Source: an optimization exercise on an open RTL-to-GDS flow (aim: small area, a short achievable clock period and few clock cycles per item). Production flows keep margins and buffers that such runs may drop.
In this exercise RTL edits were held to simulation tests only and were not proved equivalent to the original.
Power is estimated from default activity; no workload was simulated.

Setup of oak:
==> flow/design.v <==
`timescale 1ns / 1ps
package oult_pkg;
  localparam int ValueW = 32;
  localparam int PosW   = 5;
  localparam int CountW = 5;
  typedef enum logic [1:0] {
    CMD_LOOKUP = 2'd0,
    CMD_INSERT = 2'd1,
    CMD_REMOVE = 2'd2,
    CMD_SPARE  = 2'd3
  } cmd_t;
  typedef enum logic [2:0] {
    STAT_OK       = 3'd0,
    STAT_RANGE    = 3'd1,
    STAT_DUP      = 3'd2,
    STAT_NOTFOUND = 3'd3,
    STAT_FULL     = 3'd4
  } status_t;
endpackage
`timescale 1ns / 1ps
module oult_cell (
  input  logic                          clk,
  input  logic                          load,
  input  logic [oult_pkg::ValueW-1:0]   wr_val,
  input  logic [oult_pkg::ValueW-1:0]   key,
  output logic                          eq
);
  logic [oult_pkg::ValueW-1:0] entry_r;
  always_ff @(posedge clk) begin
    if (load) entry_r <= wr_val;
  end
  assign eq = (entry_r == key);
endmodule
`timescale 1ns / 1ps
module ordered_unique_list_table #(
  parameter int CAPACITY = 16
) (
  input  logic        clk,
  input  logic        rst_n,
  input  logic        in_tvalid,
  output logic        in_tready,
  input  logic [39:0] in_tdata,    
  output logic        out_tvalid,
  input  logic        out_tready,
  output logic [15:0] out_tdata    
);
  localparam int CW   = $clog2(CAPACITY + 1);
  localparam int PW   = oult_pkg::PosW + 1;
  localparam int OUTQ = 3;
  localparam int OW   = $clog2(OUTQ + 1);
  localparam int RW   = 4 + oult_pkg::CountW;    
  logic [CAPACITY-1:0] valid_r;
  logic [CW-1:0]       count_r;
  logic                vld2_r;
  logic                ins2_r;      
  logic                bad2_r;      
  logic [CAPACITY-1:0] hit2_r;      
  logic                okv2_r;      
  logic                remv2_r;     
  logic                pres2_r;     
  logic [CAPACITY-1:0] park2_r;     
  logic [CAPACITY-1:0] spare_r;
  logic                no_spare_r;   
  logic                parked2_r;    
  logic [OUTQ-1:0]     qv_r;
  logic [RW-1:0]       qd_r [OUTQ];
  logic [OW-1:0]       outst_r;     
  logic                rdy_r;
  logic                        in_acc;
  logic [1:0]                  in_cmd;
  logic [oult_pkg::PosW-1:0]   in_pos;
  logic [oult_pkg::ValueW-1:0] in_val;
  assign in_tready = rdy_r;
  assign in_acc    = in_tvalid && rdy_r;
  assign in_cmd    = in_tdata[1:0];
  assign in_pos    = in_tdata[6:2];
  assign in_val    = in_tdata[38:7];
  logic                present;
  logic                full;
  logic                do_ins;
  logic                do_rem;
  logic [CAPACITY-1:0] ins_k;
  logic [CAPACITY-1:0] rem_k;
  logic [CW-1:0]       count_nxt;
  logic [2:0]          status;
  assign present = pres2_r;
  assign full    = count_r[CW-1];    
  assign do_ins  = okv2_r && !present;
  assign do_rem  = remv2_r && present;
  assign ins_k   = park2_r & {CAPACITY{do_ins}};
  assign rem_k   = hit2_r;
  assign count_nxt = do_ins ? count_r + CW'(1) : do_rem ? count_r - CW'(1) : count_r;
  always_comb begin
    if (ins2_r) begin
      if (bad2_r)       status = oult_pkg::STAT_RANGE;
      else if (present) status = oult_pkg::STAT_DUP;
      else if (full)    status = oult_pkg::STAT_FULL;
      else              status = oult_pkg::STAT_OK;
    end else begin
      status = present ? oult_pkg::STAT_OK : oult_pkg::STAT_NOTFOUND;
    end
  end
  logic [CAPACITY-1:0] valid_nxt;
  assign valid_nxt = (valid_r & ~rem_k) | ins_k;
  logic                no_spare;
  logic                parked2;
  logic [CAPACITY-1:0] park_nxt;
  assign no_spare = no_spare_r;
  assign parked2  = parked2_r;
  assign park_nxt = spare_r |
                    ({CAPACITY{no_spare}} & (parked2 ? park2_r & {CAPACITY{!do_ins}} : rem_k));
  logic [CAPACITY-1:0] cand;
  logic [CAPACITY-1:0] first_c;
  logic                none_c;
  logic [CAPACITY-1:0] spare_nxt;
  assign cand   = ~valid_r & ~spare_r & ~park2_r;
  assign none_c = ~|cand;
  localparam int NG = CAPACITY / 4;
  logic [NG-1:0] grp_any;
  always_comb begin
    for (int g = 0; g < NG; g++) grp_any[g] = |cand[4*g +: 4];
    for (int k = 0; k < CAPACITY; k++) begin
      logic lower_grp, lower_in;
      lower_grp = 1'b0;
      for (int g = 0; g < NG; g++) if (g < k / 4) lower_grp = lower_grp | grp_any[g];
      lower_in = 1'b0;
      for (int j = 0; j < 4; j++) if (4 * (k / 4) + j < k) lower_in = lower_in | cand[4 * (k / 4) + j];
      first_c[k] = cand[k] && !lower_in && !lower_grp;
    end
  end
  logic [CAPACITY-1:0] fallback;
  assign fallback  = no_spare            ? (parked2 ? rem_k : '0) :
                     (parked2 && !do_ins) ? park2_r : rem_k;
  assign spare_nxt = first_c | (fallback & {CAPACITY{none_c}});
  logic rem_any;
  logic no_spare_nxt;
  logic parked_nxt;
  assign rem_any      = do_rem;
  assign no_spare_nxt = no_spare ? !(parked2 && rem_any) :
                        none_c && !(parked2 && !do_ins) && !rem_any;
  assign parked_nxt   = !no_spare || (parked2 ? !do_ins : rem_any);
  logic [CAPACITY-1:0] eq_k;
  for (genvar k = 0; k < CAPACITY; k++) begin : g_slot
    oult_cell u_cell (
      .clk    (clk),
      .load   (park_nxt[k]),
      .wr_val (in_val),
      .key    (in_val),
      .eq     (eq_k[k])
    );
  end
  logic [CAPACITY-1:0] hit_nxt;
  assign hit_nxt = eq_k & valid_nxt;
  localparam int NC = CAPACITY + 2;    
  logic [NC-1:0] pos_gt;                
  logic [NC-1:0] cnt_is;                
  logic          gt_inc, gt_same, gt_dec;
  logic          bad_nxt, full_nxt;
  always_comb begin
    for (int c = 0; c < NC; c++) begin
      pos_gt[c] = PW'(in_pos) > PW'(c);
      cnt_is[c] = PW'(count_r) == PW'(c);
    end
  end
  assign gt_same = |(pos_gt & cnt_is);
  assign gt_inc  = |(pos_gt & {cnt_is[NC-2:0], 1'b0});    
  assign gt_dec  = |(pos_gt & {1'b0, cnt_is[NC-1:1]});    
  assign bad_nxt  = do_ins ? gt_inc : do_rem ? gt_dec : gt_same;
  assign full_nxt = do_ins ? (count_r == CW'(CAPACITY - 1)) : do_rem ? 1'b0 : full;
  logic          push;
  logic [RW-1:0] res;
  assign push = vld2_r;
  assign res  = {count_nxt[oult_pkg::CountW-1:0], present, status};
  logic [OUTQ-1:0] qv_pop, qv_hold;
  logic [RW-1:0]   qd_pop [OUTQ];
  logic [RW-1:0]   qd_hold [OUTQ];
  always_comb begin
    for (int i = 0; i < OUTQ; i++) begin
      logic above, below, tgt_p, tgt_h;
      above = (i + 1 < OUTQ) ? qv_r[(i + 1) % OUTQ] : 1'b0;
      below = (i == 0) ? 1'b1 : qv_r[(i + OUTQ - 1) % OUTQ];
      tgt_h      = push && !qv_r[i] && below;
      qv_hold[i] = qv_r[i] || tgt_h;
      qd_hold[i] = tgt_h ? res : qd_r[i];
      tgt_p     = push && qv_r[i] && !above;
      qv_pop[i] = above || tgt_p;
      if (tgt_p)          qd_pop[i] = res;
      else if (i + 1 < OUTQ) qd_pop[i] = qd_r[(i + 1) % OUTQ];
      else                qd_pop[i] = qd_r[i];
    end
  end
  logic [OW-1:0] outst_pop, outst_hold;
  assign outst_pop  = in_acc ? outst_r : outst_r - OW'(1);
  assign outst_hold = in_acc ? outst_r + OW'(1) : outst_r;
  logic pop_sel;
  assign pop_sel = out_tready && qv_r[0];
  always_ff @(posedge clk) begin
    if (!rst_n) begin
      valid_r <= '0;
      count_r <= '0;
      spare_r <= CAPACITY'(1);
      park2_r <= '0;
      no_spare_r <= 1'b0;
      parked2_r  <= 1'b0;
      vld2_r  <= 1'b0;
      okv2_r  <= 1'b0;
      remv2_r <= 1'b0;
      qv_r    <= '0;
      outst_r <= '0;
      rdy_r   <= 1'b1;
    end else begin
      valid_r <= valid_nxt;
      count_r <= count_nxt;
      spare_r <= spare_nxt;
      park2_r <= park_nxt;
      no_spare_r <= no_spare_nxt;
      parked2_r  <= parked_nxt;
      vld2_r  <= in_acc;
      okv2_r  <= in_acc && in_cmd == oult_pkg::CMD_INSERT && !bad_nxt && !full_nxt;
      remv2_r <= in_acc && in_cmd == oult_pkg::CMD_REMOVE;
      qv_r    <= pop_sel ? qv_pop : qv_hold;
      outst_r <= pop_sel ? outst_pop : outst_hold;
      rdy_r   <= pop_sel ? (outst_pop < OW'(OUTQ)) : (outst_hold < OW'(OUTQ));
    end
  end
  always_ff @(posedge clk) begin
    ins2_r  <= in_cmd == oult_pkg::CMD_INSERT;
    bad2_r  <= bad_nxt;
    hit2_r  <= hit_nxt & {CAPACITY{rst_n && in_acc && in_cmd == oult_pkg::CMD_REMOVE}};
    pres2_r <= |hit_nxt;
    for (int i = 0; i < OUTQ; i++) qd_r[i] <= pop_sel ? qd_pop[i] : qd_hold[i];
  end
  assign out_tvalid = qv_r[0];
  assign out_tdata  = {7'd0, qd_r[0]};
endmodule
Settings: LEC_CHECK=0, CAP_MARGIN=20, CORE_MARGIN=2, CORE_UTILIZATION=75, CTS_CLUSTER_DIAMETER=80, CTS_CLUSTER_SIZE=25, SETUP_SLACK_MARGIN=2.25, SLEW_MARGIN=20; clock period 4.5 ns.
run.sh (not shown) runs the stock make flow with config.mk's settings and CLKGATE_MAP_FILE= SYNTH_SCRIPT=/design/flow/synth_recipe.tcl, a recipe that flattens the netlist after the stock synthesis.
Testbench counts of oak, summed over its fixed seeds: cycles 12,016, items 12,000.
--- input diff oak..pine ---
- swapping 75 for 70 in CORE_UTILIZATION
- swapping 2.25 for 2.2 in SETUP_SLACK_MARGIN
- Higher cell total after placement goes to pine over oak.
- oak -> pine: final HPWL from detailed placement decreased by a few percent
- Comparing power for oak and pine, the smaller number came from pine.
- Going from oak to pine, worst hold margin dropped 20 ps; first-pass GRT wire length dropped about 3.5%; die area climbed 2600 sq um; number of non-clock buffers in the layout dropped 7.
- Looking at slew at the pin closest to its max-slew limit, pine sits 35 ps higher than oak does.
- Across both runs, proportion of final cell area spent on non-clock buffers was lower for pine than for oak.
- pine vs oak on number of standard-cell rows in the floorplan: pine is the higher one.
- Relative to oak, met3 capacity usage during global routing has decreased by 1.1 points in pine.
What birch does differently from pine at the input level:
- SETUP_SLACK_MARGIN: 2.2 -> 2.32
- CORE_UTILIZATION: 70 -> 60
Results
Lower register-to-register slack was reported by birch, not pine.
For the final cell count, birch came in 97 higher than pine did.
On endpoint arrival time on the critical path, the lower figure sits with pine, not birch.
birch has final design area excluding fillers above what pine had.
Summary of the comparison: shortest period the worst path allows is higher in birch, relative to pine.
birch vs pine — count of clock buffers in the final design dropped by a few percent
birch vs pine — final weighted congestion in routability-driven placement rose 0.0051.
Between pine and birch, the number of antenna violations at the first check in global routing is higher for pine.
Compared birch vs pine, and number of global-route vias before repair is down in birch.
met1 wire length went up by more than 10% going from pine to birch.
Modified inputs, maple compared to birch
- SETUP_SLACK_MARGIN: 2.32 -> 2.2
- SYNTH_HIERARCHICAL: unset -> 1
- CORE_UTILIZATION: 60 -> 70
### Flow results
The final layout from maple, which completed every stage, passed the timing, design-rule and antenna checks at the end of the flow. The final layout from birch, which completed every stage, passed the timing, design-rule and antenna checks at the end of the flow. [compare] base=birch new=maple: synthesized instance count now smaller, hold slack now larger. maple: effective utilization at floorplan higher than birch. Between maple and birch, the difference in overall track demand over capacity in global routing is negligible. The die of maple is smaller than the one used in birch. Multi-input combinational gate total delta (birch -> maple): insignificant. Going from birch to maple, global-route wire length before repair now sits lower; post-layout utilization of the core higher.

==> afterwards: timing with drivers on the ports <==
How much do the figures lean on ideal ports? The routed layouts below were timed once more, with nothing changed but the port constraints. Step 1, drivers: a clkbuf_16 drives clk and a buf_2 each remaining input, both assumed. Step 2 moves the port delays by t, midway between the first and last clock arrival at a register: inputs arrive t later, outputs are due t later. That takes back most of the time a late clock gives input paths. Three values: no drivers, after step 1, after step 2; two values: the first two.
| run | shift t [ns] | slack for setup (ns) | worst setup path at the end | clock arrival spread, ns |
|---|---|---|---|---|
| oak | 0.651 | 2.197 / 2.197 / 1.556 | input to register | 0.029 / 0.029 |
| pine | 0.653 | 2.178 / 2.178 / 1.594 | input to register | 0.025 / 0.025 |
| birch | 0.672 | 2.089 / 2.128 / 1.456 | input to register | 0.028 / 0.028 |
| maple | 0.650 | 2.133 / 2.159 / 1.516 | input to register | 0.016 / 0.016 |
After both steps setup and hold are still met in every run listed. For oak, which loses most, drivers alone change the setup slack by 0.000 ns; drivers and shift together by -0.641 ns.
